Source: an optimization exercise on an open RTL-to-GDS flow (aim: small area, a short achievable clock period and few clock cycles per item). Production flows keep margins and buffers that such runs may drop.
Function was checked by simulation only, so behaviour that the tests miss may differ from the original.

Design speed_ramp_generator_unit, start of the top module:
module speed_ramp_generator_unit
#(
   parameter int TIME_SCALE = srg_pkg::TIME_SCALE_DEFAULT
) (
   input  wire logic                  clock,
   input  wire logic                  reset,
   input  wire logic                  req_tvalid,
   output logic                       req_tready,
   input  wire logic [63:0]           req_tdata,    
   input  wire logic [srg_pkg::CMD_W-1:0]      req_tuser,    
   output logic                       rsp_tvalid,
   input  wire logic                  rsp_tready,
   output logic [srg_pkg::DATA_W-1:0]          rsp_tdata,    
   output logic [3:0]                 rsp_tuser,    
   input  wire logic                  csr_psel,
   input  wire logic                  csr_penable,
   input  wire logic                  csr_pwrite,
   input  wire logic [srg_pkg::CSR_ADDR_W-1:0] csr_paddr,
   input  wire logic [srg_pkg::DATA_W-1:0]     csr_pwdata,
   output logic [srg_pkg::DATA_W-1:0]          csr_prdata,
   output logic                       csr_pready
);
   localparam logic [1:0] F_IDLE = 2'd0;
   localparam logic [1:0] F_SC   = 2'd1;    
   localparam logic [1:0] F_END  = 2'd2;
   localparam logic [1:0] F_BRK  = 2'd3;
   localparam logic [62:0] CAP_LIM = 63'(64'd1000000 << 33);
   localparam logic [33:0] RECIP = 34'd9007199254;
   logic [DATA_W-1:0] ramp_rate_ff, brake_rate_ff, tolerance_ff;
   logic [1:0]        fmode_ff;
   logic [DATA_W-1:0] start_time_ff;
   logic              stall, hazard, accept, pend;
   logic [2:0]        cmd_in;
   logic [DATA_W-1:0] ts_in, ns_in, elapsed_raw;
   logic              f_apply;
   logic              pb_ff, resolve, pb_apply;
   logic [DATA_W-1:0] pbts_ff, st_eff;
   logic [1:0]        fm_eff;
   logic              s1_v, s2_v, s3_v, s4_v;
  ...
Size in the first run: about 180 I/O pins, roughly 67000 µm² of cells after synthesis.
clock: 12.0 ns
lec_check: 0
cap_margin: 20
core_margin: 2
core_utilization: 40
slew_margin: 20
standard.sh (not shown) runs the stock make flow with config.mk's settings and CLKGATE_MAP_FILE= SYNTH_SCRIPT=/design/flow/synth_recipe.tcl, a recipe that flattens the netlist after the stock synthesis.
==> flow/flow/run.sh <==
#!/bin/bash
set -euo pipefail
bash standard.sh SETUP_SLACK_MARGIN=6 finish > flow_make.log 2>&1
Testbench counts at the start, summed over its fixed seeds: cycles 11,058, items 9,924.
Then changed:
==> flow/flow/run.sh (replaced) <==
#!/bin/bash
set -euo pipefail
bash standard.sh SETUP_SLACK_MARGIN=6.5 TNS_END_PERCENT=0 finish > flow_make.log 2>&1
Final cell count goes down by 0.42%.
Sequential cell count is unchanged.
Die area does not change.

========
Another version of the RTL of speed_ramp_generator_unit (not shown whole).
For scale: roughly 7,200 cells after synthesis, ~670 flip-flops, roughly 180 I/O pins.
Design speed_ramp_generator_unit, start of the top module:
module speed_ramp_generator_unit
#(
   parameter int TIME_SCALE = srg_pkg::TIME_SCALE_DEFAULT
) (
   input  wire logic                  clock,
   input  wire logic                  reset,
   input  wire logic                  req_tvalid,
   output logic                       req_tready,
   input  wire logic [63:0]           req_tdata,    
   input  wire logic [srg_pkg::CMD_W-1:0]      req_tuser,    
   output logic                       rsp_tvalid,
   input  wire logic                  rsp_tready,
   output logic [srg_pkg::DATA_W-1:0]          rsp_tdata,    
   output logic [3:0]                 rsp_tuser,    
   input  wire logic                  csr_psel,
   input  wire logic                  csr_penable,
   input  wire logic                  csr_pwrite,
   input  wire logic [srg_pkg::CSR_ADDR_W-1:0] csr_paddr,
   input  wire logic [srg_pkg::DATA_W-1:0]     csr_pwdata,
   output logic [srg_pkg::DATA_W-1:0]          csr_prdata,
   output logic                       csr_pready
);
   localparam logic [1:0] F_IDLE = 2'd0;
   localparam logic [1:0] F_SC   = 2'd1;    
   localparam logic [1:0] F_END  = 2'd2;
   localparam logic [1:0] F_BRK  = 2'd3;
   localparam logic [62:0] CAP_LIM = 63'(64'd1000000 << 33);
   localparam logic [33:0] RECIP = 34'd9007199254;
   logic [DATA_W-1:0] ramp_rate_ff, brake_rate_ff, tolerance_ff;
   logic [1:0]        fmode_ff;
   logic [DATA_W-1:0] start_time_ff;
   logic              stall, hazard, accept, pend;
   logic [2:0]        cmd_in;
  ...
export LEC_CHECK = 0
export CAP_MARGIN = 20
export CORE_MARGIN = 2
export CORE_UTILIZATION = 40
export SLEW_MARGIN = 20
create_clock -name core_clock -period 12.0 [get_ports {clock}]
==> flow/flow/run.sh <==
#!/bin/bash
set -euo pipefail
bash standard.sh SETUP_SLACK_MARGIN=6.2 TNS_END_PERCENT=0 finish > flow_make.log 2>&1
The first run produced a clean layout.
Testbench counts at the start, summed over its fixed seeds: cycles 11,058, items 9,924.
Change:
==> flow/flow/run.sh (replaced) <==
#!/bin/bash
set -euo pipefail
bash standard.sh SETUP_SLACK_MARGIN=6.5 TNS_END_PERCENT=0 finish > flow_make.log 2>&1
--- a/flow/config.mk
+++ b/flow/config.mk
@@ -10 +10 @@
-export CORE_UTILIZATION = 40
+export CORE_UTILIZATION = 50
Register-to-register slack is worse by 0.20 ns.
Wire length came out lower by 1.0%.
Hold slack is about the same.
Count of clock-buffer cells in the layout went down by 4.
Worst setup slack gets worse by 0.20 ns.
Die area drops by 20%.
Cell count drops by 4.2%.
Cell area is about the same.
Change:
==> flow/flow/run.sh (replaced) <==
#!/bin/bash
set -euo pipefail
bash standard.sh SETUP_SLACK_MARGIN=6.5 TNS_END_PERCENT=10 finish > flow_make.log 2>&1
--- a/flow/config.mk
+++ b/flow/config.mk
@@ -10 +10 @@
-export CORE_UTILIZATION = 50
+export CORE_UTILIZATION = 40
Result: The new run completed without violations; setup slack is better by 0.18 ns; die area went up by 25%; clock-buffer cell count went up by 4; wire length went up by about 1.8%; design area went up by 2.2%; sequential share of layout area went down by 0.48 points; final cell count went up by about 5%.
Change:
==> flow/flow/run.sh (replaced) <==
#!/bin/bash
set -euo pipefail
bash standard.sh SETUP_SLACK_MARGIN=6.5 finish > flow_make.log 2>&1
Worst setup slack gets better by 0.16 ns; cell area increases slightly; wire length increases slightly; global-route usage increases by 0.48 points.

==> what the ideal ports hide <==
In the flow no input, the clock included, has a driving cell. The finished layouts below were timed again as built, in two steps.
Step 1: set_driving_cell puts a clkbuf_16 on clock and a buf_2 on each other input, an assumption about the parent block.
Step 2 moves the port delays by t, midway between the first and last clock arrival at a register: inputs arrive t later, outputs are due t later. That takes back most of the time a late clock gives input paths.
Three values: no drivers, after step 1, after step 2; two values: the first two.
| run | t, ns | setup slack, ns | worst hold slack (ns) | worst setup path after step 2 | clock arrival spread, ns |
|---|---|---|---|---|---|
| the first run of note 1 | 0.762 | 5.733 / 5.733 / 5.440 | 0.404 / 0.404 / 0.404 | input to register | 0.067 / 0.067 |
| the second run of note 1 | 0.785 | 5.680 / 5.671 / 5.012 | 0.418 / 0.418 / 0.418 | input to register | 0.061 / 0.060 |
| the first run of note 2 | 0.760 | 5.959 / 5.959 / 5.422 | 0.414 / 0.414 / 0.414 | input to register | 0.042 / 0.041 |
| the second run of note 2 | 0.772 | 5.763 / 5.763 / 5.387 | 0.417 / 0.417 / 0.417 | input to register | 0.069 / 0.069 |
| the third run of note 2 | 0.764 | 5.941 / 5.941 / 5.416 | 0.422 / 0.422 / 0.422 | input to register | 0.048 / 0.048 |
| the fourth run of note 2 | 0.748 | 6.097 / 6.097 / 5.937 | 0.418 / 0.418 / 0.418 | input to register | 0.040 / 0.040 |
After both steps every run listed still meets setup and hold. For the second run of note 1, which loses most, drivers alone change the setup slack by -0.009 ns; drivers and shift together by -0.668 ns.
